Context: an optimization exercise on an open-source flow, tuned for small area and a short achievable clock period. The choices shown serve that exercise and are no tape-out recipe. The RTL was checked by simulation tests, not by an equivalence proof against the original design. Power and IR drop assume default switching activity.

==> flow/design.v (outline; a module is shown in full before it is edited, if it fits) <==
// module fp_exp_stage: 41 lines
// module fp_align_stage: 92 lines
// module fp_mul_tree: 1864 lines
// module fp_add_stage: 66 lines
// module fp_norm_stage: 27 lines
// module fp_alu: 45 lines
module fp_alu (
    input  wire                     FPUCLK,
    input  wire                     RST,
    input  wire fpu_pkg::fp_word_t  a,
    input  wire fpu_pkg::fp_word_t  b,
    input  wire fpu_pkg::fp_op_e    ctrl,
    output fpu_pkg::fp_word_t       out
);
  // ...
==> flow/flow/run.sh <==
#!/bin/bash
# The standard layout, except that the buffers placed on the ports are
# sky130_fd_sc_hd__buf_2 cells rather than the flow's default pick (a slow
# clkdlybuf4s50 delay cell). Everything else is standard.sh unchanged.
set -euo pipefail
export BUFFER_PORTS_ARGS="-buffer_cell sky130_fd_sc_hd__buf_2"
bash standard.sh > standard.log 2>&1
==> flow/standard.sh <==
#!/bin/bash
# synth_recipe.tcl (not shown) runs the flow's synth.tcl, then flattens the netlist and writes it again
# the make line also repeats each setting of config.mk as NAME=value (left out here)
make -C /OpenROAD-flow-scripts/flow DESIGN_CONFIG=/design/flow/config.mk WORK_HOME=/design/flow/orfs CLKGATE_MAP_FILE= SYNTH_SCRIPT=/design/flow/synth_recipe.tcl "${@:-finish}"
==> flow/config.mk <==
export PLATFORM = sky130hd
export DESIGN_NAME = fp_alu
export DESIGN_NICKNAME = fp_alu
export VERILOG_FILES = /design/flow/design.v
export SDC_FILE = /design/flow/constraint.sdc
export NUM_CORES = 4
export LEC_CHECK = 0
export CAP_MARGIN = 20
export CORE_MARGIN = 2
export CORE_UTILIZATION = 40
export SLEW_MARGIN = 20
==> flow/constraint.sdc <==
create_clock -name core_clock -period 14.5 [get_ports {FPUCLK}]
set_input_delay 2.9000 -clock core_clock [delete_from_list [all_inputs] [get_ports {FPUCLK}]]
set_output_delay 2.9000 -clock core_clock [all_outputs]
set_load 0.01 [all_outputs]
==> key figures, run 1 <==
Run status
  • Outcome: complete, no violations

Final layout
  • NumNets Final: 3508
  • Clock buffers: 42
  • Most common cell after layout, fill and taps aside: xnor2_1
  • Biggest register: u_align.s2
  • Max reg flops: 119
  • Most frequent cells in the layout: 319 x xnor2_1, 268 x inv_1, 263 x a22oi_1
  • Multi-input combinational area share: 66.9%
  • Non-CTS inverters: 279

Die
  • Die Wd: 267 um
  • Tap Cells: 882

Critical path
  • CP arrival: 5.34 ns
  • Reg2Reg Setup Slack: 9.67 ns
  • Worst Reg2Reg Path Length in Cells: 14
  • Setup crit end: u_align.s2[55]
  • CP max FO: 56
  • Slowest stage delay, CP: 0.63 ns

Clocking
  • TritonCTS Buffers: 31
  • H-tree Lvls: 1
  • # hold bufs at CTS: 0

Logic synthesis
  • Post-Synthesis Cell Area: 27600 um2
  • FFs w/ async S/R, synth: 12.9%
  • Top_reg_cell synth: dfxtp_1
  • Leading post-synthesis cells by cell area: fa_1 19%, dfxtp_1 17%, xnor2_1 10%, a22oi_1 7.2%, ha_1 5.9%
  • Part of the Yosys area used for sequential elements: 20.3%

Power and ir drop
  • Sequential Power Share: 19.7%
  • Sequential Power: 1.07 mW
  • Pwr dens: 182 nW/um2
  • Leakage: 12.2 nW
  • Switching power: 2.62 mW

Drt
  • Iteration-0 DRC Markers: 2629
  • Post-route ant nets: 0
  • 1st-pass router iterations: 6

Placed design
  • Port bufs: 100
  • Placed cell area: 28800 um2

Run
  • Max-cap viol count: 0

Global route
  • Met3 Use GR: 5.82%
  • M2 GR Usage: 41.4%

Worst hold path
  • Hold WC Path Type: reg2reg

Timing
  • Final Max Slew Viols: 0
==> run 2, diff against run 1 <==
==> flow/run.sh (new file) <==
#!/bin/bash
# synth_recipe.tcl (not shown) runs the flow's synth.tcl, then flattens the netlist and writes it again
# the make line also repeats each setting of config.mk as NAME=value (left out here)
make -C /OpenROAD-flow-scripts/flow DESIGN_CONFIG=/design/flow/config.mk WORK_HOME=/design/flow/orfs CLKGATE_MAP_FILE= SYNTH_SCRIPT=/design/flow/synth_recipe.tcl finish
removed: flow/flow/run.sh
removed: flow/standard.sh
==> run 2 against run 1 <==
First-iteration DRC count increased by 7.1%. Maximum frequency decreased by 1.9%. Largest power group unchanged. Power increased by 3.1%. Combinational power increased by 1%. Core utilization increased by 0.97 points. Non-clock buffer count unchanged. Final cell count about the same.
==> key figures, run 2 <==
Placed design
  • Placed wire-length estimate: 70000 um
  • GP Congestion: 0.978
  • Placed cell area: 29300 um2 (+1.7%)
  • Placed Instances: 3898
  • Place WS: 9.65 ns
  • Port bufs: 100 (unchanged)

Timing
  • Final setup TNS: 0 ns
  • Setup-failing EPs final: 0
  • Worst slew margin: 21.9%
  • Final worst slack: 9.58 ns
  • Final hold violation count: 0
  • Period utilization: 34.0%
  • Clk_skew: 0.0284 ns
  • Slew @ Worst Pin: 1.17 ns
  • Tmin final: 4.92 ns
  • RSZ-0062 raised after global routing: no
  • Fmax: 203 MHz
  • Final Max Slew Viols: 0 (unchanged)

Die
  • Cell Rows: 96
  • Die Wd: 267 um (unchanged)
  • Core area: 68500 um2
  • Full die area: 71100 um2
  • Initial Utilization: 40.3%
  • Die Ht: 267 um
  • I/O pin cnt: 101

Clocking
  • # clock sinks: 271
  • PostCTS Resize Cnt: 0
  • Root Driver: clkbuf_16
  • TritonCTS Buffers: 34 (+9.7%)
  • Clock latency (worst-skew pair): 0.58 ns
  • Clock tree buffer depth: 3
  • # hold bufs at CTS: 0 (unchanged)
  • CTS tree: done
  • H-tree Lvls: 2 (+1)
  • Post CTS Setup Buffer Count: 0
  • CTS clk-pin slew, worst paths: 0.06 ns

Logic synthesis
  • Synth area leader: fa_1
  • Post-synth EDFFs: 0
  • Synthesis-stage register bit count: 271
  • Largest family of logic cells by synthesized area: adder cells
  • Avg Cell Area, Syn: 8.87 um2
  • Simple-gate area share of the yosys netlist: 11.7%
  • Syn Nets: 3568
  • Most common cell in the netlist: xnor2_1
  • Part of the Yosys area used for sequential elements: 20.3% (unchanged)
  • Most frequent cells after synthesis: 319 x xnor2_1, 268 x inv_1, 263 x a22oi_1
  • Xor/xnor cell area share of the yosys netlist: 11.1%
  • Gate Count Post-Synth: 3109
  • Synth Area in Adders: 24.8%
  • Post-Synthesis Cell Area: 27600 um2 (unchanged)
  • Yosys top cell area share: 18.9%
  • Synth unique cells: 89
  • FFs w/ async S/R, synth: 12.9% (unchanged)
  • Yosys warnings: 8
  • Mux contribution to synthesized area: 3.83%
  • Synth Area in Compound Gates: 20.7%
  • Leading post-synthesis cells by cell area: fa_1 19%, dfxtp_1 17%, xnor2_1 10%, a22oi_1 7.2%, ha_1 5.9%
  • Top_reg_cell synth: dfxtp_1

Worst hold path
  • Min-delay src: u_align.s2[116]
  • Hold Path Depth: 0
  • Worst Hold Endpoint: u_add.s3[37]
  • Hold WC Path Type: reg2reg

Global route
  • GR Util All Layers: 28.6%
  • Initial antenna violation count: 1
  • Grt total ovfl: 0
  • Pin count of the biggest net entering global routing: 65
  • Vias in the first global route: 24.7k
  • First-pass GRT wire length: 154000 um

Power and ir drop
  • Peak VDD IR: 0.111 mV
  • Total power: 5.59 mW
  • Leakage: 12.3 nW (+0.47%)
  • Pwr dens: 184 nW/um2 (+0.89%)

Final layout
  • Most frequent cells in the layout: 319 x xnor2_1, 268 x inv_1, 263 x a22oi_1
  • Layout cell share with drive strength beyond 1: 6.82%
  • Max reg flops: 119 (unchanged)
  • Fillers: 6595
  • Biggest regs: u_align.s2 x119, u_exp.s1 x77, u_add.s3 x40
  • NumNets Final: 3511 (+0.086%)
  • Most common cell after layout, fill and taps aside: xnor2_1
  • Final std cells w/o fill: 3961
  • Design area: 30400 um2
  • Biggest register: u_align.s2
  • Synth-to-layout area growth: 10.4%

Critical path
  • Critical path launch point type: flop
  • Required @ worst endpoint: 14.96 ns
  • CP Capture Type: flop
  • CP bufs+invs: 2
  • Slowest stage delay, CP: 0.76 ns (+0.13 ns)
  • CP cell instances: inv_1, ha_1, nand2b_1, a21oi_2, o21ai_2, nand2_2, buf_4, a31o_2, a32oi_1, a311oi_1, a21oi_1, o221ai_1, o211a_1
  • Crit path kind: reg2reg
  • Worst Reg2Reg Path Length in Cells: 13 (-1)
  • Worst r2r dst: u_align.s2[48]
  • Slowest cell on crit path: a32oi_1
  • Worst flop-to-flop path startpoint: u_exp.s1[37]
  • CP max FO: 43 (-23%)
  • CP arrival: 5.38 ns (+0.04 ns)
  • Setup crit start: u_exp.s1[37]
  • Kind of cell adding the most delay to the critical path: compound AO/OA/AOI/OAI gates
  • Reg2Reg Setup Slack: 9.58 ns (-0.09 ns)

Drt
  • Post-route ant nets: 0 (unchanged)
  • Vias per inst: 6.21
  • DRC Markers: 0
  • Iteration-0 DRC Markers: 2815 (+7.1%)
  • Drt total wl: 103000 um
  • 1st-pass router iterations: 8 (+2)
  • Wire per inst: 25.9 um
  • Via count: 24.6k

Run status
  • Outcome: complete, no violations

Run
  • Max-cap viol count: 0 (unchanged)
## run 2: cell counts after synthesis
Identical to the previous run, type by type.
## run 2: kinds of logic after synthesis
family / count (synthesis)
adders and majority gates: 391
and+or+nand+nor: 647
AOI/OAI and AO/OA: 820
DFF: 271
xor gates and xnor gates: 350
muxes: 83
buffers and inverters: 547
## run 2: through the flow
step                      util (%)  hold WS, ns
final                         44.5        0.326
after global routing          44.5        0.335
after CTS                     44.5        0.326
after detailed placement      42.7        0.314
after global placement        42.7        0.313
after floorplan                  -        0.310
## run 2: cell type report
class                           instances  area, um2  area share (%)
Antenna cell                            1       2.50         0.00822
Clock buffer                           45        952            3.13
Clock inverter                         17        236           0.777
Inverter                              279       1050            3.44
Multi-Input combinational cell       2291      19900            65.4
Sequential cell                       271       5620            18.5
Tap cell                              882       1100            3.62
Timing Repair Buffer                  175       1560            5.14
## run 2: routing by layer
| metal | vias up | track usage, % | routed length [um] |
|---|---|---|---|
| met2 | 1533 | 44.4 | 44600 |
| met4 | 2 | 13.8 | 5700 |
| met3 | 367 | 7.44 | 11400 |
| met1 | 12015 | 37.1 | 40900 |
| met5 | - | 0.277 | 13 |
| li1 | 10671 | - | - |
## run 2: worst max-delay path by stage
stage,to,cells past startpoint
after floorplan,u_align.s2[51],11
after detailed placement,u_align.s2[49],14
after CTS,u_align.s2[49],14
after global placement,u_align.s2[49],14
after global routing,u_align.s2[49],14
final,u_align.s2[48],13
## run 2: power breakdown
group          internal [mW]  leakage [nW]  total, mW  switching [mW]
Combinational           1.46          9.33       3.62            2.16
Sequential             0.936          2.39       1.08           0.140
Clock                  0.526         0.572      0.895           0.369
## run 2: worst reg2reg max path: stages, from the launching register on
cell and delay (ns):
dfxtp_1 0.43, inv_1 0.09, ha_1 0.42, nand2b_1 0.20
a21oi_2 0.10, o21ai_2 0.65, nand2_2 0.49, buf_4 0.44
a31o_2 0.30, a32oi_1 0.76, a311oi_1 0.21, a21oi_1 0.38
o221ai_1 0.17, o211a_1 0.16
==> module fp_align_stage, before the edit <==
module fp_align_stage (
    input  wire                       FPUCLK,
    input  wire                       RST,
    input  wire                       v1,
    input  wire fpu_pkg::in_stage_t   s1,
    output logic                      v2,
    output fpu_pkg::rows_stage_t      s2
);
    fpu_pkg::fp_word_t a;
    logic [22:0] b_frac;
    logic        a_inf, b_inf, a_zero, b_zero;
    logic [8:0]  dab, dba;
    logic [7:0]  d;
    logic        eswap, lswap, sub;
    logic [23:0] a_m, b_m, xe_m, ye_m, ye_al, x_m, y_m;
    logic [7:0]  x_exp;
    logic [fpu_pkg::RW-1:0] m0, m1, m2;
    logic        lowc;
    fpu_pkg::rows_stage_t nxt;
    assign a = s1.a;
    always_comb
    begin
        for (int i = 0; i < 12; i++)
        begin
            b_frac[2*i] = s1.one[i] ^ ((i == 0) ? 1'b0 : s1.neg[i-1]);
            if (i < 11)
                b_frac[2*i+1] = s1.neg[i];
        end
    end
    assign a_inf  = (a.exp == fpu_pkg::EXP_INF);
    assign b_inf  = (s1.b_exp == fpu_pkg::EXP_INF);
    assign a_zero = (a.exp == 8'd0) && (a.frac == 23'd0);
    assign b_zero = (s1.b_exp == 8'd0) && (s1.neg == 11'd0) && (s1.one == 12'd0);
    fp_mul_tree u_tree (
        .x    ({1'b1, a.frac}),
        .one  (s1.one),
        .two  (s1.two),
        .neg  ({1'b1, s1.neg}),
        .r0   (m0),
        .r1   (m1),
        .r2   (m2),
        .lowc (lowc)
    );
    assign dab   = {1'b0, a.exp} - {1'b0, s1.b_exp};
    assign dba   = {1'b0, s1.b_exp} - {1'b0, a.exp};
    assign eswap = dab[8];
    assign d     = eswap ? dba[7:0] : dab[7:0];
    assign lswap = (a.exp == s1.b_exp) && (a.frac <= b_frac);
    assign a_m = {~a_zero, a.frac};
    assign b_m = {~(b_zero & ~a_zero), b_frac};
    assign xe_m  = eswap ? b_m : a_m;
    assign ye_m  = eswap ? a_m : b_m;
    assign ye_al = (d >= 8'd24) ? 24'd0 : (ye_m >> d[4:0]);
    assign x_m   = lswap ? ye_al : xe_m;
    assign y_m   = lswap ? xe_m  : ye_al;
    assign x_exp = eswap ? s1.b_exp : a.exp;
    assign sub   = a.sign ^ s1.b_sign;
    always_comb
    begin
        nxt.inf = a_inf | b_inf;
        if (s1.mul)
        begin
            nxt.kill = a_zero | b_zero;
            nxt.sign = a.sign ^ s1.b_sign;
            nxt.exp  = a.exp + s1.b_exp + 8'd130;    
            nxt.cin  = lowc;
            nxt.row0 = m0;
            nxt.row1 = m1;
            nxt.row2 = m2;
        end
        else
        begin
            nxt.kill = 1'b0;
            nxt.sign = a_inf ? a.sign : (b_inf ? s1.b_sign :
                       ((eswap | lswap) ? s1.b_sign : a.sign));
            nxt.exp  = x_exp + 8'd1;
            nxt.cin  = sub;
            nxt.row0 = {1'b0, x_m, {(23-fpu_pkg::LOWC){1'b0}}};
            nxt.row1 = {1'b0, y_m, {(23-fpu_pkg::LOWC){1'b0}}} ^ {fpu_pkg::RW{sub}};
            nxt.row2 = '0;
        end
    end
    always_ff @(posedge FPUCLK or negedge RST)
    begin
        if (!RST)
            v2 <= 1'b0;
        else
            v2 <= v1;
    end
    always_ff @(posedge FPUCLK)
        s2 <= nxt;
endmodule
==> module fp_add_stage, before the edit <==
module fp_add_stage (
    input  wire                        FPUCLK,
    input  wire                        RST,
    input  wire                        v2,
    input  wire fpu_pkg::rows_stage_t  s2,
    output logic                       v3,
    output fpu_pkg::sum_stage_t        s3
);
    localparam int RW = fpu_pkg::RW;
    logic [RW:0] sum;
    logic [24:0] m;
    fpu_pkg::sum_stage_t nxt;
    function automatic logic [5:0] lzc32(input logic [31:0] v);
        logic [1:0] c1 [16];
        logic [2:0] c2 [8];
        logic [3:0] c3 [4];
        logic [4:0] c4 [2];
        for (int i = 0; i < 16; i++)
            c1[i] = {~(v[2*i+1] | v[2*i]), ~v[2*i+1] & v[2*i]};
        for (int i = 0; i < 8; i++)
            c2[i] = (c1[2*i+1][1]) ? {c1[2*i][1], 1'b1, c1[2*i][0]} : {2'b00, c1[2*i+1][0]};
        for (int i = 0; i < 4; i++)
            c3[i] = (c2[2*i+1][2]) ? {c2[2*i][2], 1'b1, c2[2*i][1:0]} : {2'b00, c2[2*i+1][1:0]};
        for (int i = 0; i < 2; i++)
            c4[i] = (c3[2*i+1][3]) ? {c3[2*i][3], 1'b1, c3[2*i][2:0]} : {2'b00, c3[2*i+1][2:0]};
        lzc32 = (c4[1][4]) ? {c4[0][4], 1'b1, c4[0][3:0]} : {2'b00, c4[1][3:0]};
    endfunction
    logic [5:0] lzv;
    localparam int T = fpu_pkg::TWOC - fpu_pkg::LOWC;
    logic [RW-1:0] op_a, op_b;
    logic [RW-1:T] cs_s, cs_c;
    assign cs_s = s2.row0[RW-1:T] ^ s2.row1[RW-1:T] ^ s2.row2[RW-1:T];
    assign cs_c = (s2.row0[RW-1:T] & s2.row1[RW-1:T]) |
                  (s2.row2[RW-1:T] & (s2.row0[RW-1:T] ^ s2.row1[RW-1:T]));
    if (T > 0)
    begin : g_two
        assign op_a = {cs_s, s2.row0[T-1:0]};
        assign op_b = {cs_c[RW-2:T], 1'b0, s2.row1[T-1:0]};
    end
    else
    begin : g_three
        assign op_a = cs_s;
        assign op_b = {cs_c[RW-2:0], 1'b0};
    end
    assign sum  = {1'b0, op_a} + {1'b0, op_b} + {{RW{1'b0}}, s2.cin};
    assign m   = sum[RW-1:RW-25];
    assign lzv = lzc32({m, 7'd0});
    always_comb
    begin
        nxt.inf  = s2.inf;
        nxt.zero = s2.kill | lzv[5];
        nxt.sign = s2.sign;
        nxt.exp  = s2.exp;
        nxt.lz   = lzv[4:0];
        nxt.mant = m;
    end
    always_ff @(posedge FPUCLK or negedge RST)
    begin
        if (!RST)
            v3 <= 1'b0;
        else
            v3 <= v2;
    end
    always_ff @(posedge FPUCLK)
        s3 <= nxt;
endmodule
==> module fp_norm_stage, before the edit <==
module fp_norm_stage (
    input  wire                        FPUCLK,
    input  wire                        RST,
    input  wire                        v3,
    input  wire fpu_pkg::sum_stage_t   s3,
    output fpu_pkg::fp_word_t          out
);
    logic [24:0]       norm;
    fpu_pkg::fp_word_t nxt_out;
    assign norm = s3.mant << s3.lz;
    always_comb
    begin
        if (s3.inf)
            nxt_out = {s3.sign, fpu_pkg::EXP_INF, 23'd0};
        else if (s3.zero)
            nxt_out = '0;
        else
            nxt_out = {s3.sign, s3.exp - {3'd0, s3.lz}, norm[23:1]};
    end
    always_ff @(posedge FPUCLK or negedge RST)
    begin
        if (!RST)
            out <= '0;
        else if (v3)
            out <= nxt_out;           
    end
endmodule
==> run 3, diff against run 2 <==
--- a/flow/design.v
+++ b/flow/design.v
@@ -15,5 +15,4 @@
     localparam int LOWC = 12;
     localparam int RW   = 48 - LOWC;
-    localparam int TWOC = 12;
     typedef struct packed {
         logic        mul;
@@ -30,5 +29,8 @@
         logic        sign;
         logic [7:0]  exp;           
+        logic        add;           
+        logic        sub;           
         logic        cin;           
+        logic [2:0]  sh;            
         logic [RW-1:0] row0;
         logic [RW-1:0] row1;
@@ -37,8 +39,7 @@
     typedef struct packed {
         logic        inf;
-        logic        zero;
+        logic        kill;
         logic        sign;
         logic [7:0]  exp;
-        logic [4:0]  lz;
         logic [24:0] mant;
     } sum_stage_t;
@@ -97,4 +98,5 @@
     output fpu_pkg::rows_stage_t      s2
 );
+    localparam int Z = 23 - fpu_pkg::LOWC;    
     fpu_pkg::fp_word_t a;
     logic [22:0] b_frac;
@@ -102,6 +104,6 @@
     logic [8:0]  dab, dba;
     logic [7:0]  d;
-    logic        eswap, lswap, sub;
-    logic [23:0] a_m, b_m, xe_m, ye_m, ye_al, x_m, y_m;
+    logic        eswap, swap, sub;
+    logic [23:0] a_m, b_m, x_m, y_m, y_c;
     logic [7:0]  x_exp;
     logic [fpu_pkg::RW-1:0] m0, m1, m2;
@@ -136,12 +138,10 @@
     assign eswap = dab[8];
     assign d     = eswap ? dba[7:0] : dab[7:0];
-    assign lswap = (a.exp == s1.b_exp) && (a.frac <= b_frac);
-    assign a_m = {~a_zero, a.frac};
-    assign b_m = {~(b_zero & ~a_zero), b_frac};
-    assign xe_m  = eswap ? b_m : a_m;
-    assign ye_m  = eswap ? a_m : b_m;
-    assign ye_al = (d >= 8'd24) ? 24'd0 : (ye_m >> d[4:0]);
-    assign x_m   = lswap ? ye_al : xe_m;
-    assign y_m   = lswap ? xe_m  : ye_al;
+    assign swap  = eswap | ((a.exp == s1.b_exp) && (a.frac <= b_frac));
+    assign a_m   = {~a_zero, a.frac};
+    assign b_m   = {~(b_zero & ~a_zero), b_frac};
+    assign x_m   = swap ? b_m : a_m;
+    assign y_m   = swap ? a_m : b_m;
+    assign y_c   = (d >= 8'd24) ? 24'd0 : (y_m >> {d[4:3], 3'b000});
     assign x_exp = eswap ? s1.b_exp : a.exp;
     assign sub   = a.sign ^ s1.b_sign;
@@ -149,4 +149,7 @@
     begin
         nxt.inf = a_inf | b_inf;
+        nxt.add = ~s1.mul;
+        nxt.sub = sub;
+        nxt.sh  = d[2:0];
         if (s1.mul)
         begin
@@ -163,9 +166,9 @@
             nxt.kill = 1'b0;
             nxt.sign = a_inf ? a.sign : (b_inf ? s1.b_sign :
-                       ((eswap | lswap) ? s1.b_sign : a.sign));
+                       (swap ? s1.b_sign : a.sign));
             nxt.exp  = x_exp + 8'd1;
             nxt.cin  = sub;
-            nxt.row0 = {1'b0, x_m, {(23-fpu_pkg::LOWC){1'b0}}};
-            nxt.row1 = {1'b0, y_m, {(23-fpu_pkg::LOWC){1'b0}}} ^ {fpu_pkg::RW{sub}};
+            nxt.row0 = {1'b0, x_m, {Z{1'b0}}};
+            nxt.row1 = {1'b0, y_c, {Z{1'b0}}};
             nxt.row2 = '0;
         end
@@ -2058,50 +2061,23 @@
 );
     localparam int RW = fpu_pkg::RW;
-    logic [RW:0] sum;
-    logic [24:0] m;
+    localparam int Z  = 23 - fpu_pkg::LOWC;    
+    logic [RW-1:0] r1m, cs_s, cs_c, op_b;
+    logic [23:0]   y_al;
+    logic [RW:0]   sum;
     fpu_pkg::sum_stage_t nxt;
-    function automatic logic [5:0] lzc32(input logic [31:0] v);
-        logic [1:0] c1 [16];
-        logic [2:0] c2 [8];
-        logic [3:0] c3 [4];
-        logic [4:0] c4 [2];
-        for (int i = 0; i < 16; i++)
-            c1[i] = {~(v[2*i+1] | v[2*i]), ~v[2*i+1] & v[2*i]};
-        for (int i = 0; i < 8; i++)
-            c2[i] = (c1[2*i+1][1]) ? {c1[2*i][1], 1'b1, c1[2*i][0]} : {2'b00, c1[2*i+1][0]};
-        for (int i = 0; i < 4; i++)
-            c3[i] = (c2[2*i+1][2]) ? {c2[2*i][2], 1'b1, c2[2*i][1:0]} : {2'b00, c2[2*i+1][1:0]};
-        for (int i = 0; i < 2; i++)
-            c4[i] = (c3[2*i+1][3]) ? {c3[2*i][3], 1'b1, c3[2*i][2:0]} : {2'b00, c3[2*i+1][2:0]};
-        lzc32 = (c4[1][4]) ? {c4[0][4], 1'b1, c4[0][3:0]} : {2'b00, c4[1][3:0]};
-    endfunction
-    logic [5:0] lzv;
-    localparam int T = fpu_pkg::TWOC - fpu_pkg::LOWC;
-    logic [RW-1:0] op_a, op_b;
-    logic [RW-1:T] cs_s, cs_c;
-    assign cs_s = s2.row0[RW-1:T] ^ s2.row1[RW-1:T] ^ s2.row2[RW-1:T];
-    assign cs_c = (s2.row0[RW-1:T] & s2.row1[RW-1:T]) |
-                  (s2.row2[RW-1:T] & (s2.row0[RW-1:T] ^ s2.row1[RW-1:T]));
-    if (T > 0)
-    begin : g_two
-        assign op_a = {cs_s, s2.row0[T-1:0]};
-        assign op_b = {cs_c[RW-2:T], 1'b0, s2.row1[T-1:0]};
-    end
-    else
-    begin : g_three
-        assign op_a = cs_s;
-        assign op_b = {cs_c[RW-2:0], 1'b0};
-    end
-    assign sum  = {1'b0, op_a} + {1'b0, op_b} + {{RW{1'b0}}, s2.cin};
-    assign m   = sum[RW-1:RW-25];
-    assign lzv = lzc32({m, 7'd0});
+    assign r1m  = s2.add ? '0 : s2.row1;
+    assign cs_s = s2.row0 ^ r1m ^ s2.row2;
+    assign cs_c = (s2.row0 & r1m) | (s2.row2 & (s2.row0 ^ r1m));
+    assign y_al = s2.row1[RW-2:Z] >> s2.sh;
+    assign op_b = s2.add ? ({1'b0, y_al, {Z{1'b0}}} ^ {RW{s2.sub}})
+                         : {cs_c[RW-2:0], 1'b0};
+    assign sum  = {1'b0, cs_s} + {1'b0, op_b} + {{RW{1'b0}}, s2.cin};
     always_comb
     begin
         nxt.inf  = s2.inf;
-        nxt.zero = s2.kill | lzv[5];
+        nxt.kill = s2.kill;
         nxt.sign = s2.sign;
         nxt.exp  = s2.exp;
-        nxt.lz   = lzv[4:0];
-        nxt.mant = m;
+        nxt.mant = sum[RW-1:RW-25];
     end
     always_ff @(posedge FPUCLK or negedge RST)
@@ -2122,15 +2098,32 @@
     output fpu_pkg::fp_word_t          out
 );
+    logic [5:0]        lzv;
     logic [24:0]       norm;
     fpu_pkg::fp_word_t nxt_out;
-    assign norm = s3.mant << s3.lz;
+    function automatic logic [5:0] lzc32(input logic [31:0] v);
+        logic [1:0] c1 [16];
+        logic [2:0] c2 [8];
+        logic [3:0] c3 [4];
+        logic [4:0] c4 [2];
+        for (int i = 0; i < 16; i++)
+            c1[i] = {~(v[2*i+1] | v[2*i]), ~v[2*i+1] & v[2*i]};
+        for (int i = 0; i < 8; i++)
+            c2[i] = (c1[2*i+1][1]) ? {c1[2*i][1], 1'b1, c1[2*i][0]} : {2'b00, c1[2*i+1][0]};
+        for (int i = 0; i < 4; i++)
+            c3[i] = (c2[2*i+1][2]) ? {c2[2*i][2], 1'b1, c2[2*i][1:0]} : {2'b00, c2[2*i+1][1:0]};
+        for (int i = 0; i < 2; i++)
+            c4[i] = (c3[2*i+1][3]) ? {c3[2*i][3], 1'b1, c3[2*i][2:0]} : {2'b00, c3[2*i+1][2:0]};
+        lzc32 = (c4[1][4]) ? {c4[0][4], 1'b1, c4[0][3:0]} : {2'b00, c4[1][3:0]};
+    endfunction
+    assign lzv  = lzc32({s3.mant, 7'd0});
+    assign norm = s3.mant << lzv[4:0];
     always_comb
     begin
         if (s3.inf)
             nxt_out = {s3.sign, fpu_pkg::EXP_INF, 23'd0};
-        else if (s3.zero)
+        else if (s3.kill || lzv[5])
             nxt_out = '0;
         else
-            nxt_out = {s3.sign, s3.exp - {3'd0, s3.lz}, norm[23:1]};
+            nxt_out = {s3.sign, s3.exp - {3'd0, lzv[4:0]}, norm[23:1]};
     end
     always_ff @(posedge FPUCLK or negedge RST)
==> run 3 against run 2 <==
Still clean. Clock power grew 2%. Setup slack gained 0.38 ns. Non-clock buffer count shrank 1. Critical path depth grew 4. Final cell count shrank 3.7%. Final area shrank 3.4%. Largest cell class unchanged. Highest routed layer is now met4.
==> key figures, run 3 <==
Clocking
  • Root Driver: clkbuf_16
  • H-tree Lvls: 2 (unchanged)
  • TritonCTS Buffers: 34 (unchanged)
  • Clock latency (worst-skew pair): 0.58 ns (about the same)
  • CTS tree: done
  • # clock sinks: 272 (+0.37%)
  • PostCTS Resize Cnt: 0 (unchanged)
  • CTS clk-pin slew, worst paths: 0.06 ns (about the same)
  • Clock tree buffer depth: 3 (unchanged)
  • Post CTS Setup Buffer Count: 0 (unchanged)
  • # hold bufs at CTS: 0 (unchanged)

Critical path
  • Required @ worst endpoint: 15.01 ns (+0.05 ns)
  • CP cell instances: buf_4, clkinv_1, buf_4, nand2_1, fa_1, inv_1, ha_1, a211oi_1, o211ai_1, a211oi_1, o21ai_0, buf_4, a211oi_1, o21ai_0, o21a_1, nor2_1, xnor2_1
  • Crit path kind: reg2reg
  • Slowest cell on crit path: a211oi_1
  • Critical path launch point type: flop
  • CP arrival: 5.05 ns (-0.33 ns)
  • CP Capture Type: flop
  • CP max FO: 66 (+53%)
  • Reg2Reg Setup Slack: 9.96 ns (+0.38 ns)
  • Slowest stage delay, CP: 0.56 ns (-0.20 ns)

Final layout
  • NumNets Final: 3385 (-3.6%)
  • Max reg flops: 124 (+4.2%)
  • Biggest regs: u_align.s2 x124, u_exp.s1 x77, u_add.s3 x36
  • Layout cell share with drive strength beyond 1: 6.44% (-0.39 points)
  • Most frequent cells in the layout: 325 x xnor2_1, 317 x inv_1, 261 x a22oi_1, 261 x fa_1, 232 x dfxtp_1
  • Fillers: 6425 (-2.6%)
  • Synth-to-layout area growth: 11.1%
  • Number of inserted diodes: 0 (-1)
  • Most common cell after layout, fill and taps aside: xnor2_1
  • Layout Utilization: 44.8% (+0.36 points)
  • Biggest register: u_align.s2

Logic synthesis
  • Most common cell in the netlist: xnor2_1
  • Avg Cell Area, Syn: 8.97 um2 (+1.1%)
  • Yosys top cell area share: 19.7% (+0.78 points)
  • Yosys warnings: 8 (unchanged)
  • Gate Count Post-Synth: 2954 (-5.0%)
  • Post-Synthesis Cell Area: 26500 um2 (-3.9%)
  • Top_reg_cell synth: dfxtp_1
  • Leading post-synthesis cells by cell area: fa_1 20%, dfxtp_1 18%, xnor2_1 11%, a22oi_1 7.4%, ha_1 6.1%
  • Post-synth EDFFs: 0 (unchanged)
  • Synth area leader: fa_1
  • Syn Nets: 3413 (-4.3%)
  • Synthesis-stage register bit count: 272 (+0.37%)
  • Part of the Yosys area used for sequential elements: 21.2% (+0.91 points)
  • FFs w/ async S/R, synth: 12.9% (-0.047 points)
  • Synth unique cells: 83 (-6.7%)
  • Most frequent cells after synthesis: 325 x xnor2_1, 318 x inv_1, 261 x a22oi_1, 261 x fa_1, 237 x dfxtp_1

Placed design
  • Placed wire-length estimate: 62200 um (-11%)
  • GP Congestion: 0.986 (+0.78%)
  • Port bufs: 100 (unchanged)

Global route
  • First-pass GRT wire length: 135000 um (-12%)
  • Pin count of the biggest net entering global routing: 102 (+57%)
  • GR Util All Layers: 25.8% (-2.8 points)
  • Grt total ovfl: 0 (unchanged)
  • Initial antenna violation count: 2 (+1)
  • Vias in the first global route: 22.6k (-8.6%)

Die
  • Cell Rows: 94 (-2.1%)
  • Die Wd: 261 um (-2.0%)
  • Initial Utilization: 40.4% (+0.090 points)
  • Full die area: 68300 um2 (-3.9%)
  • Die Ht: 261 um (-2.0%)
  • Core area: 65600 um2 (-4.1%)
  • I/O pin cnt: 101 (unchanged)

Drt
  • Wire per inst: 23.2 um (-10%)
  • Iteration-0 DRC Markers: 2472 (-12%)
  • Vias per inst: 5.86 (-5.6%)
  • Drt total wl: 88500 um (-14%)
  • Post-route ant nets: 0 (unchanged)
  • DRC Markers: 0 (unchanged)
  • 1st-pass router iterations: 6 (-2)
  • Via count: 22.4k (-9.0%)

Timing
  • Slew @ Worst Pin: 1.19 ns (+0.0235 ns)
  • Worst slew margin: 20.2% (-1.7 points)
  • Tmin final: 4.54 ns (-0.385 ns)
  • Clk_skew: 0.0316 ns (+0.00322 ns)
  • Final Max Slew Viols: 0 (unchanged)
  • Period utilization: 31.3% (-2.7 points)
  • Final setup TNS: 0 ns (unchanged)
  • Fmax: 220 MHz (+8.5%)
  • Final hold violation count: 0 (unchanged)
  • RSZ-0062 raised after global routing: no
  • Setup-failing EPs final: 0 (unchanged)

Run
  • Max-cap viol count: 0 (unchanged)

Worst hold path
  • Hold WC Path Type: reg2reg

Power and ir drop
  • Sequential Power Share: 21.2% (+1.9 points)
  • Pwr dens: 174 nW/um2 (-5.1%)
  • Switching power: 2.33 mW (-13%)
  • Switching portion of total power: 45.4% (-2.4 points)
  • Peak VDD IR: 0.106 mV (-5.1%)
  • Combinational fraction of design power: 61.0% (-3.7 points)
  • Clock Power Share: 17.7% (+1.7 points)
  • P_int: 2.80 mW (-4.1%)
  • Total power: 5.13 mW (-8.3%)
  • Leakage: 12.2 nW (-0.82%)

Run status
  • Outcome: complete, no violations
## run 3: path summary, 6_finish.rpt
check / startpoint / endpoint / cells after the start
min in group asynchronous: RST / u_norm.out[1] / 2
max: u_align.s2[113] / u_add.s3[24] / 17
min: u_align.s2[116] / u_add.s3[27] / 0
max reg2reg: u_align.s2[113] / u_add.s3[24] / 17
min reg2reg: u_align.s2[116] / u_add.s3[27] / 0
max in group asynchronous: RST / u_norm.out[6] / 2
## run 3: layer usage
metal / global-route usage [%] / up-vias / share of wire [%]
met5: 0 / - / 0
met4: 10.9 / 0 / 4.8
met3: 6.55 / 297 / 10
met2: 40.2 / 1291 / 44
met1: 34.0 / 10893 / 41
li1: - / 9884 / -
## run 3: layout make-up
class | instances | area [um2] | share of cell area, %
inverter | 327 | 1230 | 4.18
clock inverter | 15 | 223 | 0.757
clock buffer | 47 | 1010 | 3.44
tap | 864 | 1080 | 3.67
multi-input combinational | 2117 | 18700 | 63.5
sequential | 272 | 5630 | 19.1
timing repair buffer | 174 | 1560 | 5.29
## run 3: worst max-delay path, delay by kind of cell (launching register included)
kind | cells | cell delay, ns
buffers and inverters | 5 | 1.05
DFF | 1 | 0.30
AOI/OAI and AO/OA | 7 | 1.93
xor gates and xnor gates | 1 | 0.12
adders and majority gates | 2 | 0.83
and+or+nand+nor | 2 | 0.26
## run 3: logic make-up (layout without fill, tap and decap cells)
| family | count (synthesis) | after routing | share of synthesized area (%) |
|---|---|---|---|
| AOI/OAI and AO/OA | 717 | 717 | 18.5 |
| xor gates and xnor gates | 363 | 363 | 12.1 |
| adders and majority gates | 391 | 391 | 25.9 |
| buffers and inverters | 565 | 563 | 8.22 |
| DFF | 272 | 272 | 21.2 |
| muxes | 100 | 100 | 4.17 |
| and+or+nand+nor | 546 | 546 | 9.93 |
## run 3: per-stage QoR
| stage | std cells | setup WS (ns) | hold WS, ns | area [um2] |
|---|---|---|---|---|
| 2_1_floorplan | 2954 | 10.60 | 0.310 | 26500 |
| 3_3_place_gp | 3754 | 9.83 | 0.313 | 28200 |
| 3_5_place_dp | 3754 | 9.83 | 0.312 | 28200 |
| 4_1_cts | 3816 | 9.81 | 0.325 | 29400 |
| 5_1_grt | 3816 | 9.49 | 0.332 | 29400 |
| 6_report | 3816 | 9.96 | 0.323 | 29400 |
## run 3: power by group through the flow
stage / Combinational [mW] / Clock (mW) / Sequential (mW)
floorplan: 2.07 / 0 / 1.06
global placement: 3.04 / 0 / 1.10
detailed placement: 3.08 / 0 / 1.10
CTS: 3.09 / 0.931 / 1.09
global route: 3.44 / 0.961 / 1.11
finish: 3.13 / 0.909 / 1.09
==> run 4, diff against run 3 <==
==> flow/flow/run.sh (new file) <==
#!/bin/bash
# The standard layout, except that the buffers placed on the ports are
# sky130_fd_sc_hd__buf_2 cells rather than the flow's default pick (a slow
# clkdlybuf4s50 delay cell). Everything else is standard.sh unchanged.
set -euo pipefail
export BUFFER_PORTS_ARGS="-buffer_cell sky130_fd_sc_hd__buf_2"
bash standard.sh > standard.log 2>&1
==> flow/standard.sh (new file) <==
#!/bin/bash
# synth_recipe.tcl (not shown) runs the flow's synth.tcl, then flattens the netlist and writes it again
# the make line also repeats each setting of config.mk as NAME=value (left out here)
make -C /OpenROAD-flow-scripts/flow DESIGN_CONFIG=/design/flow/config.mk WORK_HOME=/design/flow/orfs CLKGATE_MAP_FILE= SYNTH_SCRIPT=/design/flow/synth_recipe.tcl "${@:-finish}"
--- a/flow/config.mk
+++ b/flow/config.mk
@@ -9,3 +9,5 @@
 export CORE_MARGIN = 2
 export CORE_UTILIZATION = 40
+export CTS_CLUSTER_DIAMETER = 150
+export CTS_CLUSTER_SIZE = 30
 export SLEW_MARGIN = 20
removed: flow/run.sh
==> run 4 against run 3 <==
Still clean. Sequential share of layout area is 0.89 points higher. Maximum frequency is 1.5% lower. First-iteration DRC count is 9.5% lower. Combinational power is essentially flat. Final area fell by 4.4%. Sequential power hardly changed. Core utilization fell by 2.0 points. Critical endpoint unchanged. Flip-flop and latch count is the same.
==> key figures, run 4 <==
Timing
  • Setup-failing EPs final: 0 (unchanged)
  • Fmax: 217 MHz (-1.5%)
  • Tmin final: 4.61 ns (+0.0678 ns)
  • Final setup TNS: 0 ns (unchanged)
  • Clk_skew: 0.0559 ns (+0.0243 ns)
  • Final hold violation count: 0 (unchanged)
  • Slew @ Worst Pin: 1.17 ns (-0.0220 ns)
  • Final Max Slew Viols: 0 (unchanged)
  • Period utilization: 31.8% (+0.47 points)
  • Worst slew margin: 21.7% (+1.5 points)
  • Hold slack: 0.336 ns (+0.0131 ns)
  • RSZ-0062 raised after global routing: no

Drt
  • Iteration-0 DRC Markers: 2237 (-9.5%)
  • DRC Markers: 0 (unchanged)
  • Vias per inst: 5.90 (+0.74%)
  • Drt total wl: 89000 um (+0.52%)
  • Post-route ant nets: 0 (unchanged)
  • Wire per inst: 23.6 um (+1.6%)
  • Via count: 22.3k (-0.37%)
  • 1st-pass router iterations: 6 (unchanged)

Critical path
  • CP max FO: 43 (-35%)
  • Worst flop-to-flop path startpoint: u_align.s2[113]
  • Worst r2r dst: u_add.s3[24]
  • Reg2Reg Setup Slack: 9.89 ns (-0.07 ns)
  • Crit path kind: reg2reg
  • Required @ worst endpoint: 15.00 ns (about the same)
  • Critical path launch point type: flop
  • CP Capture Type: flop
  • CP arrival: 5.10 ns (+0.05 ns)
  • Worst Reg2Reg Path Length in Cells: 16 (-1)

Final layout
  • Synth-to-layout area growth: 6.16%
  • Most frequent cells in the layout: 325 x xnor2_1, 317 x inv_1, 261 x a22oi_1, 261 x fa_1, 231 x dfxtp_1
  • Max reg flops: 124 (unchanged)
  • Biggest register: u_align.s2
  • NumNets Final: 3363 (-0.65%)
  • Layout cell share with drive strength beyond 1: 8.63% (+2.2 points)
  • Biggest regs: u_align.s2 x124, u_exp.s1 x77, u_add.s3 x36
  • Final std cells w/o fill: 3774 (-1.1%)
  • Layout Utilization: 42.9% (-2.0 points)
  • Number of inserted diodes: 0 (unchanged)
  • Most common cell after layout, fill and taps aside: xnor2_1

Placed design
  • Port bufs: 100 (unchanged)
  • Placed wire-length estimate: 62200 um (about the same)
  • Placed Instances: 3752 (-0.053%)
  • GP Congestion: 1.04 (+5.3%)

Power and ir drop
  • Leakage: 11.8 nW (-3.1%)
  • Total power: 4.67 mW (-8.9%)
  • Pwr dens: 166 nW/um2 (-4.7%)
  • Peak VDD IR: 0.119 mV (+13%)

Clocking
  • Clock tree buffer depth: 3 (unchanged)
  • TritonCTS Buffers: 14 (-59%)
  • # hold bufs at CTS: 0 (unchanged)
  • PostCTS Resize Cnt: 0 (unchanged)
  • Root Driver: clkbuf_16
  • CTS clk-pin slew, worst paths: 0.11 ns (+0.05 ns)
  • CTS tree: done
  • # clock sinks: 272 (unchanged)
  • Clock latency (worst-skew pair): 0.57 ns (about the same)
  • Post CTS Setup Buffer Count: 0 (unchanged)
  • H-tree Lvls: 1 (-1)

Logic synthesis
  • Post-synth EDFFs: 0 (unchanged)
  • Most common cell in the netlist: xnor2_1
  • Most frequent cells after synthesis: 325 x xnor2_1, 318 x inv_1, 261 x a22oi_1, 261 x fa_1, 237 x dfxtp_1
  • Part of the Yosys area used for sequential elements: 21.2% (unchanged)
  • Syn Nets: 3413 (unchanged)
  • Avg Cell Area, Syn: 8.97 um2 (unchanged)
  • Synth unique cells: 83 (unchanged)
  • Post-Synthesis Cell Area: 26500 um2 (unchanged)
  • Top_reg_cell synth: dfxtp_1
  • FFs w/ async S/R, synth: 12.9% (unchanged)
  • Leading post-synthesis cells by cell area: fa_1 20%, dfxtp_1 18%, xnor2_1 11%, a22oi_1 7.4%, ha_1 6.1%
  • Gate Count Post-Synth: 2954 (unchanged)
  • Yosys top cell area share: 19.7% (unchanged)
  • Synth area leader: fa_1
  • Synthesis-stage register bit count: 272 (unchanged)
  • Yosys warnings: 8 (unchanged)

Worst hold path
  • Hold Path Depth: 0 (unchanged)
  • Hold WC Path Type: reg2reg
  • Worst Hold Endpoint: u_add.s3[33]
  • Min-delay src: u_align.s2[122]

Global route
  • Vias in the first global route: 22.8k (+0.66%)
  • GR Util All Layers: 25.9% (+0.076 points)
  • First-pass GRT wire length: 136000 um (+0.44%)
  • Grt total ovfl: 0 (unchanged)
  • Pin count of the biggest net entering global routing: 98 (-3.9%)
  • Initial antenna violation count: 1 (-1)

Die
  • Die Ht: 261 um (unchanged)
  • Die Wd: 261 um (unchanged)
  • Full die area: 68300 um2 (unchanged)
  • I/O pin cnt: 101 (unchanged)
  • Cell Rows: 94 (unchanged)
  • Core area: 65600 um2 (unchanged)
  • Initial Utilization: 40.4% (unchanged)

Run status
  • Outcome: complete, no violations

Run
  • Max-cap viol count: 0 (unchanged)
## run 4: metrics by stage
step	instance area, um2	setup WS [ns]
floorplan	26500	10.60
global placement	27700	9.78
detailed placement	27700	9.73
CTS	28100	9.73
global route	28100	9.32
finish	28100	9.89
## run 4: power breakdown
group	leakage (nW)	internal [mW]	switching, mW
logic	9.20	1.27	1.83
clock network	0.219	0.196	0.279
registers	2.39	0.932	0.158
total	11.8	2.40	2.27
## run 4: metal layers
layer / vias up / GRT usage, % / part of all wire (%)
li1: 9820 / - / -
met1: 10692 / 33.9 / 40
met2: 1432 / 40.2 / 44
met3: 336 / 5.95 / 11
met4: 2 / 12.6 / 5.3
met5: - / 0 / 0.015
## run 4: cells by family (layout without fill, tap and decap cells)
logic type | count (synthesis) | in the layout | share of synthesized area [%]
and+or+nand+nor | 546 | 546 | 9.93
buffers and inverters | 565 | 521 | 8.22
muxes | 100 | 100 | 4.17
AOI/OAI and AO/OA | 717 | 717 | 18.5
adders and majority gates | 391 | 391 | 25.9
xor gates and xnor gates | 363 | 363 | 12.1
DFF | 272 | 272 | 21.2
## run 4: critical path, cell delays in order, from the launching register on
cell      delay [ns]
dfxtp_1         0.32
buf_4           0.30
clkinv_1        0.58
buf_4           0.48
nand2_1         0.12
fa_1            0.41
inv_1           0.10
ha_1            0.29
a21o_1          0.20
a21oi_1         0.16
o221a_2         0.20
o21ai_0         0.29
a211oi_1        0.43
o21ai_0         0.21
o21a_1          0.22
nor2_1          0.11
xnor2_1         0.13
## run 4: layout make-up
cell class | instances | area, um2
fillers | 6409 | 37500
repair buffers | 172 | 1040
inverters | 327 | 1230
clock inverters | 5 | 80.1
clock buffers | 17 | 372
flip-flops and latches | 272 | 5630
multi-input cells | 2117 | 18700
well taps | 864 | 1080
## run 4: worst max-delay path by stage
stage	end	startpoint	slack (ns)	depth (start not counted)
6_report	u_add.s3[24]	u_align.s2[113]	9.89	16
5_1_grt	u_add.s3[24]	u_align.s2[113]	9.32	15
4_1_cts	u_add.s3[24]	u_align.s2[113]	9.73	15
3_5_place_dp	u_add.s3[24]	u_align.s2[113]	9.73	15
3_3_place_gp	u_add.s3[24]	u_align.s2[113]	9.78	13
2_1_floorplan	u_align.s2[50]	u_exp.s1[31]	10.60	11
==> run 5, diff against run 4 <==
--- a/flow/config.mk
+++ b/flow/config.mk
@@ -9,5 +9,3 @@
 export CORE_MARGIN = 2
 export CORE_UTILIZATION = 40
-export CTS_CLUSTER_DIAMETER = 150
-export CTS_CLUSTER_SIZE = 30
 export SLEW_MARGIN = 20
==> run 5 against run 4 <==
Synthesized area is the same. Sequential power about the same. Highest routed layer is now met4. Largest cell class unchanged. Synthesized cell count unchanged.
==> key figures, run 5 <==
Critical path
  • Crit path kind: reg2reg
  • Slowest stage delay, CP: 0.58 ns (about the same)
  • Kind of cell adding the most delay to the critical path: compound AO/OA/AOI/OAI gates
  • Worst flop-to-flop path startpoint: u_align.s2[113]
  • CP bufs+invs: 4 (unchanged)
  • Reg2Reg Setup Slack: 9.90 ns (about the same)
  • Worst r2r dst: u_add.s3[24]
  • Required @ worst endpoint: 15.03 ns (+0.03 ns)
  • Worst Reg2Reg Path Length in Cells: 16 (unchanged)
  • Slowest cell on crit path: clkinv_1
  • CP max FO: 43 (unchanged)
  • Critical path launch point type: flop
  • CP arrival: 5.14 ns (+0.04 ns)
  • CP cell instances: buf_4, clkinv_1, buf_4, nand2_1, fa_1, inv_1, ha_1, a21o_1, a21oi_1, o221a_2, o21ai_0, a211oi_1, o21ai_0, o21a_1, nor2_1, xnor2_1
  • CP Capture Type: flop

Die
  • Core area: 65600 um2 (unchanged)
  • Full die area: 68300 um2 (unchanged)
  • Cell Rows: 94 (unchanged)
  • I/O pin cnt: 101 (unchanged)
  • Die Ht: 261 um (unchanged)
  • Initial Utilization: 40.4% (unchanged)
  • Die Wd: 261 um (unchanged)

Logic synthesis
  • Avg Cell Area, Syn: 8.97 um2 (unchanged)
  • Yosys top cell area share: 19.7% (unchanged)
  • FFs w/ async S/R, synth: 12.9% (unchanged)
  • Part of the Yosys area used for sequential elements: 21.2% (unchanged)
  • Syn Nets: 3413 (unchanged)
  • Most frequent cells after synthesis: 325 x xnor2_1, 318 x inv_1, 261 x a22oi_1, 261 x fa_1, 237 x dfxtp_1
  • Gate Count Post-Synth: 2954 (unchanged)
  • Leading post-synthesis cells by cell area: fa_1 20%, dfxtp_1 18%, xnor2_1 11%, a22oi_1 7.4%, ha_1 6.1%
  • Most common cell in the netlist: xnor2_1
  • Post-Synthesis Cell Area: 26500 um2 (unchanged)
  • Post-synth EDFFs: 0 (unchanged)
  • Top_reg_cell synth: dfxtp_1
  • Synthesis-stage register bit count: 272 (unchanged)
  • Synth unique cells: 83 (unchanged)
  • Synth area leader: fa_1
  • Yosys warnings: 8 (unchanged)

Power and ir drop
  • Peak VDD IR: 0.134 mV (+12%)
  • Leakage: 12.1 nW (+2.8%)
  • Total power: 5.06 mW (+8.3%)
  • Pwr dens: 176 nW/um2 (+5.7%)

Timing
  • Period utilization: 31.7% (-0.042 points)
  • Final worst slack: 9.90 ns (+0.00612 ns)
  • Setup-failing EPs final: 0 (unchanged)
  • Worst slew margin: 23.8% (+2.1 points)
  • Clk_skew: 0.0185 ns (-0.0374 ns)
  • Slew @ Worst Pin: 1.14 ns (-0.0317 ns)
  • Final setup TNS: 0 ns (unchanged)
  • Final hold violation count: 0 (unchanged)
  • Final Max Slew Viols: 0 (unchanged)
  • RSZ-0062 raised after global routing: no
  • Tmin final: 4.60 ns (-0.00612 ns)
  • Fmax: 217 MHz (+0.13%)

Final layout
  • Seq. cell area: 5630 um2 (unchanged)
  • Final std cells w/o fill: 3811 (+0.98%)
  • Multi-input logic area: 18700 um2 (unchanged)
  • Max reg flops: 124 (unchanged)
  • Fillers: 6357 (-0.81%)
  • Biggest register: u_align.s2
  • Biggest regs: u_align.s2 x124, u_exp.s1 x77, u_add.s3 x36
  • NumNets Final: 3380 (+0.51%)
  • Most common cell after layout, fill and taps aside: xnor2_1
  • Layout cell share with drive strength beyond 1: 9.71% (+1.1 points)
  • Synth-to-layout area growth: 8.73%
  • Most frequent cells in the layout: 325 x xnor2_1, 317 x inv_1, 261 x a22oi_1, 261 x fa_1, 231 x dfxtp_1
  • Design area: 28800 um2 (+2.4%)

Worst hold path
  • Worst Hold Endpoint: u_add.s3[33]
  • Hold Path Depth: 0 (unchanged)
  • Min-delay src: u_align.s2[122]
  • Hold WC Path Type: reg2reg

Drt
  • Vias per inst: 5.88 (-0.46%)
  • DRC Markers: 0 (unchanged)
  • Drt total wl: 89400 um (+0.49%)
  • Post-route ant nets: 0 (unchanged)
  • Via count: 22.4k (+0.52%)
  • Iteration-0 DRC Markers: 2478 (+11%)
  • 1st-pass router iterations: 6 (unchanged)
  • Wire per inst: 23.5 um (-0.49%)

Placed design
  • GP Congestion: 1.04 (unchanged)
  • Port bufs: 100 (unchanged)
  • Placed Instances: 3752 (unchanged)
  • Placed wire-length estimate: 62200 um (unchanged)
  • Placed cell area: 27700 um2 (unchanged)
  • Place WS: 9.73 ns (unchanged)

Clocking
  • CTS tree: done
  • # hold bufs at CTS: 0 (unchanged)
  • PostCTS Resize Cnt: 0 (unchanged)
  • # clock sinks: 272 (unchanged)
  • CTS clk-pin slew, worst paths: 0.06 ns (-0.05 ns)
  • Root Driver: clkbuf_16
  • Post CTS Setup Buffer Count: 0 (unchanged)
  • TritonCTS Buffers: 31 (+17)
  • H-tree Lvls: 1 (unchanged)
  • Clock latency (worst-skew pair): 0.61 ns (+0.04 ns)
  • Clock tree buffer depth: 3 (unchanged)

Global route
  • Pin count of the biggest net entering global routing: 98 (unchanged)
  • Vias in the first global route: 23.0k (+0.89%)
  • Grt total ovfl: 0 (unchanged)
  • First-pass GRT wire length: 137000 um (+0.59%)
  • GR Util All Layers: 26.0% (+0.14 points)
  • Initial antenna violation count: 0 (-1)

Run status
  • Outcome: complete, no violations

Run
  • Max-cap viol count: 0 (unchanged)
==> run 5: changes by cell type in the layout (fill, tap and decap cells not counted) <==
cell	change
clkbuf_16	+17
inv_12	-1
inv_4	+1
clkinvlp_4	+3
clkinv_2	+4
inv_8	-1
bufinv_16	+6
diode_2	+1
clkinv_8	-2
clkbuf_8	+2
inv_6	+5
clkinv_4	+1
clkbuf_1	+1
==> run 5: how the worst max path moves through the flow <==
stage	depth (start not counted)	startpoint	to	slack (ns)
after floorplan	11	u_exp.s1[31]	u_align.s2[50]	10.60
after global placement	13	u_align.s2[113]	u_add.s3[24]	9.78
after detailed placement	15	u_align.s2[113]	u_add.s3[24]	9.73
after CTS	15	u_align.s2[113]	u_add.s3[24]	9.72
after global routing	15	u_align.s2[113]	u_add.s3[24]	9.31
final	16	u_align.s2[113]	u_add.s3[24]	9.90
==> run 5: report_power, final <==
part,switching (mW),internal (mW)
Sequential,0.159,0.934
Combinational,1.83,1.27
Clock,0.341,0.520
==> run 5: worst register-to-register path: cells and delay by family (launching register included) <==
kind,cells,cell delay [ns]
buf+inv,4,1.46
compound gates,7,1.71
xor+xnor,1,0.12
flops,1,0.30
fa+ha+maj,2,0.70
simple gates,2,0.24
==> run 5: logic make-up after synthesis <==
kind of cell	synth area share [%]
buf+inv	8.22
fa+ha+maj	25.9
xor+xnor	12.1
mux	4.17
simple gates	9.93
flops	21.2
compound gates	18.5
==> run 5: metrics by stage <==
step	util [%]	hold slack [ns]
final	43.9	0.325
after global routing	43.9	0.333
after CTS	43.9	0.328
after detailed placement	42.2	0.314
after global placement	42.2	0.314
after floorplan	-	0.310
==> run 5: cell type report <==
cell class / instances / area share [%]
sequential: 272 / 19.5
antenna: 1 / 0.00869
timing repair buffer: 172 / 3.61
clock inverter: 21 / 1.05
clock buffer: 37 / 2.88
multi-input combinational: 2117 / 64.9
inverter: 327 / 4.27
tap: 864 / 3.75
==> run 5: per-layer routing <==
metal | routed length [um] | part of all wire, % | vias to the layer above | track usage, %
met5 | 0 | 0 | - | 0
met3 | 9400 | 11 | 344 | 5.91
met4 | 5170 | 5.8 | 0 | 13.5
li1 | - | - | 9885 | -
met2 | 39100 | 44 | 1412 | 40.3
met1 | 35700 | 40 | 10756 | 34.0
==> run 6, diff against run 5 <==
--- a/flow/config.mk
+++ b/flow/config.mk
@@ -8,4 +8,4 @@
 export CAP_MARGIN = 20
 export CORE_MARGIN = 2
-export CORE_UTILIZATION = 40
+export CORE_UTILIZATION = 55
 export SLEW_MARGIN = 20
==> run 6 against run 5 <==
Still clean on timing, DRC and antenna. Synthesized area unchanged. Global-route usage up 9.4 points. Die area down 27%. Critical path depth down 1. Maximum frequency down 3.4%. Sequential share of layout area up 0.29 points. Power down 1.6%. Final area down 1.4%. Critical endpoint unchanged. Largest cell class unchanged. Highest routed layer is now met5.
==> key figures, run 6 <==
Drt
  • Wire per inst: 24.9 um (+5.9%)
  • Via count: 22.3k (-0.29%)
  • Post-route ant nets: 0 (unchanged)
  • Iteration-0 DRC Markers: 2575 (+3.9%)
  • 1st-pass router iterations: 6 (unchanged)
  • Drt total wl: 88400 um (-1.1%)
  • DRC Markers: 0 (unchanged)
  • Vias per inst: 6.28 (+6.8%)

Die
  • Core area: 47600 um2 (-27%)
  • Die Wd: 223 um (-14%)
  • Initial Utilization: 55.6% (+15 points)
  • I/O pin cnt: 101 (unchanged)
  • Cell Rows: 80 (-15%)
  • Full die area: 49900 um2 (-27%)
  • Die Ht: 223 um (-14%)

Timing
  • Clk_skew: 0.0182 ns (-0.000285 ns)
  • Slew @ Worst Pin: 1.00 ns (-0.141 ns)
  • Setup-failing EPs final: 0 (unchanged)
  • Final hold violation count: 0 (unchanged)
  • Tmin final: 4.76 ns (+0.163 ns)
  • RSZ-0062 raised after global routing: no
  • Worst slew margin: 33.4% (+9.5 points)
  • Period utilization: 32.9% (+1.1 points)
  • Fmax: 210 MHz (-3.4%)
  • Final setup TNS: 0 ns (unchanged)
  • Final Max Slew Viols: 0 (unchanged)

Power and ir drop
  • Pwr dens: 175 nW/um2 (-0.21%)
  • Switching power: 2.32 mW (-0.70%)
  • P_int: 2.66 mW (-2.4%)
  • Switching portion of total power: 46.5% (+0.43 points)
  • Leakage: 12.1 nW (-0.41%)
  • Clock Power Share: 16.1% (-0.9 points)
  • Total power: 4.98 mW (-1.6%)
  • Combinational fraction of design power: 61.8% (+0.4 points)
  • Sequential Power Share: 22.1% (+0.5 points)
  • Peak VDD IR: 0.118 mV (-12%)

Clocking
  • Clock latency (worst-skew pair): 0.59 ns (-0.02 ns)
  • Clock tree buffer depth: 3 (unchanged)
  • CTS clk-pin slew, worst paths: 0.06 ns (about the same)
  • H-tree Lvls: 1 (unchanged)
  • # hold bufs at CTS: 0 (unchanged)
  • Root Driver: clkbuf_16
  • Post CTS Setup Buffer Count: 0 (unchanged)
  • CTS tree: done
  • TritonCTS Buffers: 31 (unchanged)
  • # clock sinks: 272 (unchanged)
  • PostCTS Resize Cnt: 0 (unchanged)

Logic synthesis
  • Yosys top cell area share: 19.7% (unchanged)
  • Leading post-synthesis cells by cell area: fa_1 20%, dfxtp_1 18%, xnor2_1 11%, a22oi_1 7.4%, ha_1 6.1%
  • Yosys warnings: 8 (unchanged)
  • Syn Nets: 3413 (unchanged)
  • Gate Count Post-Synth: 2954 (unchanged)
  • Most frequent cells after synthesis: 325 x xnor2_1, 318 x inv_1, 261 x a22oi_1, 261 x fa_1, 237 x dfxtp_1
  • FFs w/ async S/R, synth: 12.9% (unchanged)
  • Top_reg_cell synth: dfxtp_1
  • Synth unique cells: 83 (unchanged)
  • Most common cell in the netlist: xnor2_1
  • Part of the Yosys area used for sequential elements: 21.2% (unchanged)
  • Synthesis-stage register bit count: 272 (unchanged)
  • Synth area leader: fa_1
  • Post-Synthesis Cell Area: 26500 um2 (unchanged)
  • Post-synth EDFFs: 0 (unchanged)
  • Avg Cell Area, Syn: 8.97 um2 (unchanged)

Global route
  • Initial antenna violation count: 3 (+3)
  • Grt total ovfl: 0 (unchanged)
  • Pin count of the biggest net entering global routing: 87 (-11%)
  • GR Util All Layers: 35.4% (+9.4 points)
  • Vias in the first global route: 22.4k (-2.3%)
  • First-pass GRT wire length: 136000 um (-0.98%)

Critical path
  • CP arrival: 5.27 ns (+0.13 ns)
  • Critical path launch point type: flop
  • Crit path kind: reg2reg
  • CP Capture Type: flop
  • Slowest stage delay, CP: 0.87 ns (+0.29 ns)
  • Setup crit start: u_align.s2[109]
  • Slowest cell on crit path: dfxtp_1
  • Required @ worst endpoint: 15.01 ns (-0.02 ns)
  • CP cell instances: inv_1, mux4_2, xnor2_1, nor2_1, a21oi_1, ha_1, a21oi_1, o21a_1, o221a_2, o21ai_0, a211oi_1, o21ai_0, o21a_1, nor2_1, xnor2_1
  • CP max FO: 23 (-47%)
  • Worst flop-to-flop path startpoint: u_align.s2[109]

Final layout
  • Most frequent cells in the layout: 325 x xnor2_1, 317 x inv_1, 261 x a22oi_1, 261 x fa_1, 229 x dfxtp_1
  • Layout cell share with drive strength beyond 1: 9.68% (-0.024 points)
  • Most common cell after layout, fill and taps aside: xnor2_1
  • NumNets Final: 3379 (-0.030%)
  • Biggest regs: u_align.s2 x124, u_exp.s1 x77, u_add.s3 x36
  • Max reg flops: 124 (unchanged)
  • Biggest register: u_align.s2
  • Number of inserted diodes: 0 (-1)
  • Synth-to-layout area growth: 7.20%

Worst hold path
  • Hold WC Path Type: reg2reg
  • Min-delay src: u_align.s2[115]

Placed design
  • Placed wire-length estimate: 60700 um (-2.4%)
  • GP Congestion: 0.969 (-6.7%)
  • Port bufs: 100 (unchanged)

Run status
  • Outcome: complete, no violations

Run
  • Max-cap viol count: 0 (unchanged)
## run 6: cell counts after synthesis
No cell type changed its count.
## run 6: final timing paths
kind,endpoint,depth (start not counted),slack (ns)
max in group asynchronous,u_norm.out[24],1,11.59
worst min register to register,u_add.s3[26],0,0.33
worst max-delay path,u_add.s3[24],15,9.74
worst max register to register,u_add.s3[24],15,9.74
worst min-delay path,u_add.s3[26],0,0.33
min in group asynchronous,u_norm.out[28],1,2.40
## run 6: per-layer routing
metal  global-route usage, %  vias to the layer above  share of wire, %
met5                       0                        -             0.015
met4                    12.5                        2               4.3
met3                    8.76                      260                12
met2                    51.8                     1374                42
met1                    50.8                    10808                42
li1                        -                     9887                 -
## run 6: logic make-up (layout without fill, tap and decap cells)
family / after synthesis / in the layout / share of synthesized area (%)
flops: 272 / 272 / 21.2
simple gates: 546 / 546 / 9.93
buf+inv: 565 / 554 / 8.22
compound gates: 717 / 717 / 18.5
mux: 100 / 100 / 4.17
fa+ha+maj: 391 / 391 / 25.9
xor+xnor: 363 / 363 / 12.1
## run 6: final cells by class
| class | instances | area, um2 |
|---|---|---|
| clock buffers | 38 | 832 |
| clock inverters | 18 | 206 |
| fillers | 4268 | 19200 |
| inverters | 327 | 1230 |
| multi-input cells | 2117 | 18700 |
| flip-flops and latches | 272 | 5630 |
| well taps | 615 | 769 |
| repair buffers | 171 | 1030 |
## run 6: stage by stage
step	setup WS [ns]	std cells	area, um2	hold WS [ns]	util [%]
2_1_floorplan	10.60	2954	26500	0.310	-
6_report	9.74	3558	28400	0.325	59.6
3_5_place_dp	9.72	3502	27400	0.313	57.4
5_1_grt	9.26	3558	28400	0.334	59.6
4_1_cts	9.69	3558	28400	0.326	59.6
3_3_place_gp	9.83	3502	27400	0.313	57.4
## run 6: power groups by stage
stage          clock [mW]  combinational [mW]  sequential, mW
4_1_cts             0.814                3.00            1.09
5_1_grt             0.846                3.38            1.12
3_5_place_dp            0                2.99            1.11
3_3_place_gp            0                2.95            1.11
2_1_floorplan           0                2.07            1.06
6_report            0.802                3.08            1.10
## run 6: worst max-delay path, delay by kind of cell (launching register included)
kind            cells  cell delay [ns]
flops               1             0.87
mux                 1             0.58
buf+inv             1             0.47
xor+xnor            2             0.27
compound gates      8             1.86
simple gates        2             0.22
fa+ha+maj           1             0.41
==> run 7, diff against run 6 <==
--- a/flow/config.mk
+++ b/flow/config.mk
@@ -6,6 +6,8 @@
 export NUM_CORES = 4
 export LEC_CHECK = 0
-export CAP_MARGIN = 20
+export CAP_MARGIN = 70
 export CORE_MARGIN = 2
-export CORE_UTILIZATION = 55
-export SLEW_MARGIN = 20
+export CORE_UTILIZATION = 40
+export CTS_CLUSTER_DIAMETER = 150
+export CTS_CLUSTER_SIZE = 26
+export SLEW_MARGIN = 70
==> run 7 against run 6 <==
Routed wire length is 1.6% higher. Clock skew is 0.020 ns higher. Synthesized cell count is the same. Final cell count increased by 6.6%. Final area rose by 1.2%. Via count rose by 0.21%. Sequential share of layout area shrank 0.17 points. Setup slack better by 0.65 ns. Non-clock buffer count is 14 higher. Die area grew 37%. Critical path type unchanged.
==> key figures, run 7 <==
Run status
  • Outcome: complete, no violations

Clocking
  • Root Driver: clkbuf_16
  • CTS tree: done
  • PostCTS Resize Cnt: 0 (unchanged)
  • CTS clk-pin slew, worst paths: 0.10 ns (+0.04 ns)
  • Clock latency (worst-skew pair): 0.56 ns (-0.03 ns)

Timing
  • Setup-failing EPs final: 0 (unchanged)
  • Clk_skew: 0.0385 ns (+0.0203 ns)
  • Final worst slack: 10.39 ns (+0.653 ns)
  • Slew @ Worst Pin: 0.482 ns (-0.517 ns)
  • Period utilization: 28.4% (-4.5 points)
  • Tmin final: 4.11 ns (-0.653 ns)

Logic synthesis
  • Gate Count Post-Synth: 2954 (unchanged)
  • Avg Cell Area, Syn: 8.97 um2 (unchanged)
  • Synth Area in Compound Gates: 18.5% (unchanged)
  • Yosys top cell area share: 19.7% (unchanged)
  • FFs w/ async S/R, synth: 12.9% (unchanged)
  • Syn Nets: 3413 (unchanged)
  • Yosys warnings: 8 (unchanged)
  • Synthesis-stage register bit count: 272 (unchanged)
  • Post-Synthesis Cell Area: 26500 um2 (unchanged)
  • Synth Area in Adders: 25.9% (unchanged)
  • Most frequent cells after synthesis: 325 x xnor2_1, 318 x inv_1, 261 x a22oi_1, 261 x fa_1, 237 x dfxtp_1

Critical path
  • Critical path launch point type: flop
  • CP max FO: 7 (-70%)
  • CP bufs+invs: 2 (+1)
  • CP cell instances: inv_1, ha_1, nand4_1, o21ai_4, buf_4, mux2_2, a211oi_1, a311oi_4, nor2_2, nand2_1, o32ai_1
  • Slowest stage delay, CP: 0.50 ns (-0.37 ns)
  • Kind of cell adding the most delay to the critical path: compound AO/OA/AOI/OAI gates

Drt
  • Via count: 22.4k (+0.21%)
  • 1st-pass router iterations: 6 (unchanged)
  • Vias per inst: 5.90 (-6.0%)
  • DRC Markers: 0 (unchanged)
  • Post-route ant nets: 0 (unchanged)
  • Drt total wl: 89800 um (+1.6%)

Final layout
  • Most common cell after layout, fill and taps aside: xnor2_1
  • Layout Utilization: 43.8% (-16 points)
  • Layout cell share with drive strength beyond 1: 10.8% (+1.1 points)
  • NumNets Final: 3377 (-0.059%)
  • Most frequent cells in the layout: 316 x xnor2_1, 313 x inv_1, 261 x a22oi_1, 261 x fa_1, 226 x dfxtp_1

Global route
  • Pin count of the biggest net entering global routing: 55 (-37%)
  • Grt total ovfl: 0 (unchanged)
  • GR Util All Layers: 26.1% (-9.3 points)

Placed design
  • GP Congestion: 1.04 (+7.2%)

Die
  • I/O pin cnt: 101 (unchanged)
  • Die Wd: 261 um (+17%)

Power and ir drop
  • Pwr dens: 164 nW/um2 (-6.2%)
  • Leakage: 12.0 nW (-0.65%)

Worst hold path
  • Hold WC Path Type: reg2reg
run 7: changes by cell type in the layout (fill, tap and decap cells not counted), sizes merged:
cell | previous run | this run
clkbuf | 38 | 20
bufinv | 3 | 0
buf | 171 | 185
inv | 331 | 329
clkinv | 7 | 3
clkinvlp | 4 | 0
diode | 0 | 2
run 7: worst register-to-register path: cells and delay by family (launching register included):
family	cells	cell delay, ns
simple gates	3	1.08
compound gates	4	1.31
buf+inv	2	0.32
mux	1	0.35
fa+ha+maj	1	0.41
flops	1	0.50
run 7: path summary, 6_finish.rpt:
kind,from,endpoint,slack (ns),cells after the start
setup / recovery,u_exp.s1[40],u_align.s2[60],10.39,11
hold / removal,u_align.s2[124],u_add.s3[35],0.32,0
setup reg to reg,u_exp.s1[40],u_align.s2[60],10.39,11
hold reg to reg,u_align.s2[124],u_add.s3[35],0.32,0
max in group asynchronous,RST,u_add.v3,12.02,1
min in group asynchronous,RST,u_norm.out[2],2.21,1
run 7: report_power, final:
part / leakage, nW / switching [mW] / internal, mW
combinational: 9.40 / 1.85 / 1.30
sequential: 2.39 / 0.163 / 0.932
clock: 0.223 / 0.273 / 0.205
total: 12.0 / 2.29 / 2.44
run 7: final cells by class:
| type | instances | area [um2] |
|---|---|---|
| clock buffer | 20 | 404 |
| inverter | 327 | 1240 |
| antenna | 2 | 5.00 |
| fill | 6408 | 36900 |
| tap | 864 | 1080 |
| timing repair buffer | 185 | 1370 |
| sequential | 272 | 5650 |
| multi-input combinational | 2117 | 18900 |
| clock inverter | 5 | 53.8 |
run 7: stage by stage:
step	cells	instance area [um2]
after global placement	3752	27700
final	3792	28700
after floorplan	2954	26500
after detailed placement	3763	28100
after global routing	3790	28700
after CTS	3788	28500
run 7: metal layers:
metal | share of wire [%] | vias to the layer above | GRT usage, %
met1 | 40 | 10892 | 34.2
met5 | 0.014 | - | 0
met3 | 11 | 307 | 5.71
met2 | 44 | 1315 | 41.3
li1 | - | 9861 | -
met4 | 5.0 | 2 | 11.8
run 7: cells by family after synthesis:
kind of cell	count (synthesis)
compound gates	717
buf+inv	565
mux	100
simple gates	546
flops	272
xor+xnor	363
fa+ha+maj	391

Setup slack of run 7, layout unchanged: 10.388 ns with ideal ports, 10.388 ns with driving cells assumed (clock clkbuf_16, inputs buf_2), 10.388 ns with port delays also shifted by the 0.607 ns mid clock arrival.
